From an optimization exercise on the open Yosys and OpenROAD flow, aimed at small area, a short achievable clock period and few clock cycles per item; shortcuts taken in it are not production practice. Where RTL was checked, it was by simulation tests only, not by an equivalence proof against the original.

==> inputs of v10 <==
// velocity_reflector
module velocity_reflector #(
  parameter int unsigned WIDTH      = billiard_fx_pkg::WIDTH,
  parameter int unsigned FRAC_WIDTH = billiard_fx_pkg::FRAC_WIDTH
) (
  input  logic             clk,
  input  logic             rst_n,
  input  logic             in_valid,
  output logic             in_ready,
  input  logic [WIDTH-1:0] vx,
  input  logic [WIDTH-1:0] vy,
  input  logic [WIDTH-1:0] nx,
  input  logic [WIDTH-1:0] ny,
  output logic             out_valid,
  input  logic             out_ready,
  output logic [WIDTH-1:0] vx_out,
  output logic [WIDTH-1:0] vy_out,
  output logic             out_reflected,
  output logic             out_sat
);
  localparam logic [WIDTH-1:0] POS_LIM = {1'b0, {(WIDTH-1){1'b1}}};
  localparam logic [WIDTH-1:0] NEG_LIM = {1'b1, {(WIDTH-1){1'b0}}};
  logic             in_v;
  logic [WIDTH-1:0] i_vx, i_vy, i_nx, i_ny;
  logic             w_v, w_s2, w_sat;
  logic [WIDTH-1:0] w_a1, w_b1, w_a2, w_b2;
  logic             out_free, w_adv, w_to2, w_free;
  logic [WIDTH-1:0] n_a1, n_b1, n_a2, n_b2;
  localparam int unsigned HW = 2 * WIDTH - FRAC_WIDTH;   
  logic [HW-1:0]    p1, p2, hs1, hc1, hs2, hc2;
  logic             lc1, lc2;
  logic             m1_sat, m2_sat, m1_neg, m2_neg;
  logic [WIDTH-1:0] f1, f2;
  logic [WIDTH:0]   fs, dx, dy;
  logic [WIDTH-1:0] d, k_main, k, r_x, r_y, vx_inc, vy_inc;
  logic             neg_main, neg, dbl_sat, sat_1, sat_2, dx_sat, dy_sat;
  ...
Settings: LEC_CHECK=0, ABC_AREA=1, CAP_MARGIN=20, CORE_MARGIN=2, CORE_UTILIZATION=40, PLACE_DENSITY=0.6, SETUP_SLACK_MARGIN=5, SLEW_MARGIN=20; clock period 16.0 ns.
run.sh (not shown) runs the stock make flow with config.mk's settings and CLKGATE_MAP_FILE= SYNTH_SCRIPT=/design/flow/synth_recipe.tcl, a recipe that flattens the netlist after the stock synthesis.
==> inputs of v26, as changes to v10 <==
==> flow/flow/run.sh (new file) <==
#!/bin/bash
set -euo pipefail
MARGIN=$(cat flow/margin.txt)
bash standard.sh SETUP_SLACK_MARGIN=$MARGIN finish > standard_flow.log 2>&1
==> flow/flow/margin.txt (new file) <==
8
==> flow/standard.sh (new file) <==
#!/bin/bash
# synth_recipe.tcl (not shown) runs the flow's synth.tcl, then flattens the netlist and writes it again
# the make line also repeats each setting of config.mk as NAME=value (left out here)
make -C /OpenROAD-flow-scripts/flow DESIGN_CONFIG=/design/flow/config.mk WORK_HOME=/design/flow/orfs CLKGATE_MAP_FILE= SYNTH_SCRIPT=/design/flow/synth_recipe.tcl "${@:-finish}"
- SETUP_SLACK_MARGIN: 5 -> unset
removed: flow/run.sh
==> impl_metrics.csv <==
group,metric,value,unit
outcome,outcome,"finished clean",
drt,vias,64400,
worst_setup_path,r2r_setup_slack,5.35,ns
final_layout,syn_to_final_growth,9.45,%
global_routing,gr-usage-met2,0.508,
worst_setup_path,crit_arrival,11.09,ns
worst_setup_path,worstPathMaxFanout,31,
final_layout,seqCellArea,0.00853,mm2
final_layout,final_area,0.0754,mm2
drt,routed_wl,294000,um
sta,finalCritPeriodShare,0.666,
worst_setup_path,slowest_delay,0.57,ns
sta,timing.hold.ws,0.449,ns
sta,worstMarginPinSlew,1.13,ns
# the run above: v10

==> impl_metrics.csv <==
group,metric,value,unit
final_layout,final_area,0.0837,mm2
sta,finalCritPeriodShare,0.578,
outcome,outcome,"finished clean",
worst_setup_path,worstPathMaxFanout,15,
worst_setup_path,slowest_delay,0.73,ns
sta,worstMarginPinSlew,1.15,ns
worst_setup_path,r2r_setup_slack,6.76,ns
global_routing,gr-usage-met2,0.544,
# the run above: v26

No run of this note included a check of the RTL's function; only the layout flow was run.

* * *

==> inputs of run P <==
Another version of the RTL of velocity_reflector (not shown whole).
make LEC_CHECK=0 ABC_AREA=1 CAP_MARGIN=20 CORE_MARGIN=2 CORE_UTILIZATION=40 PLACE_DENSITY=0.6 SETUP_SLACK_MARGIN=5 SLEW_MARGIN=20 finish   # period 16.0 ns
Stock flow here: none of the scripts above is used.
==> run F (differences from run P) <==
==> flow/flow/run.sh (new file) <==
#!/bin/bash
set -euo pipefail
MARGIN=$(cat flow/margin.txt)
bash standard.sh SETUP_SLACK_MARGIN=$MARGIN finish > standard_flow.log 2>&1
==> flow/flow/margin.txt (new file) <==
6
==> flow/standard.sh (new file) <==
#!/bin/bash
# synth_recipe.tcl (not shown) runs the flow's synth.tcl, then flattens the netlist and writes it again
# the make line also repeats each setting of config.mk as NAME=value (left out here)
make -C /OpenROAD-flow-scripts/flow DESIGN_CONFIG=/design/flow/config.mk WORK_HOME=/design/flow/orfs CLKGATE_MAP_FILE= SYNTH_SCRIPT=/design/flow/synth_recipe.tcl "${@:-finish}"
- SETUP_SLACK_MARGIN: 5 -> unset
removed: flow/run.sh
==> run A (differences from run P) <==
- CORE_UTILIZATION: 40 -> 60
- PLACE_DENSITY: 0.6 -> 0.75
==> qor.tcl <==
set qor(outcome) {complete, no violations}
set qor(fmax_ghz) 0.1017
set qor(fp.dieArea_um2) 157000
set qor(whs_endpoint) {i_ny[15]$_DFF_P_}
[end of results for run F]
==> qor.tcl <==
set qor(whs_endpoint) {i_nx[18]$_DFF_P_}
set qor(outcome) {complete, no violations}
set qor(fp.dieArea_um2) 105200
set qor(fmax_ghz) 0.09377
[end of results for run A]
==> qor.tcl <==
set qor(fmax_ghz) 0.09363
set qor(cpMostUsedCell) {sky130_fd_sc_hd__nand2_1}
set qor(outcome) {complete, no violations}
set qor(whs_endpoint) {i_nx[17]$_DFF_P_}
[end of results for run P]
Testbench counts of run P, summed over its fixed seeds: cycles 3,684, items 2,400.
Testbench counts of run F, summed over its fixed seeds: cycles 3,684, items 2,400.
Testbench counts of run A, summed over its fixed seeds: cycles 3,684, items 2,400.

==> re-timing with driven ports <==
No port has a modelled driver above. Below, the same layouts with a new extraction and two added sets of constraints.
Step 1, drivers: a clkbuf_16 drives clk and a buf_2 each remaining input, both assumed.
Step 2 times the ports against the registers' clock, not the clock port: input delays grow and output delays shrink by t, the midpoint of the rising clock arrivals with the driver on.
a / b / c = ideal ports / drivers / drivers and shift; a / b = the first two.
run | shift t [ns] | setup WS [ns] | clock arrival spread, ns
v10 | 0.717 | 5.350 / 5.350 / 5.350 | 0.089 / 0.090
v26 | 0.728 | 6.760 / 6.760 / 6.760 | 0.077 / 0.077
run P | 0.680 | 5.319 / 5.319 / 5.319 | 0.031 / 0.031
run F | 0.671 | 6.166 / 6.166 / 6.166 | 0.056 / 0.055
run A | 0.679 | 5.336 / 5.336 / 5.336 | 0.073 / 0.073
After both steps every run listed still meets setup and hold.
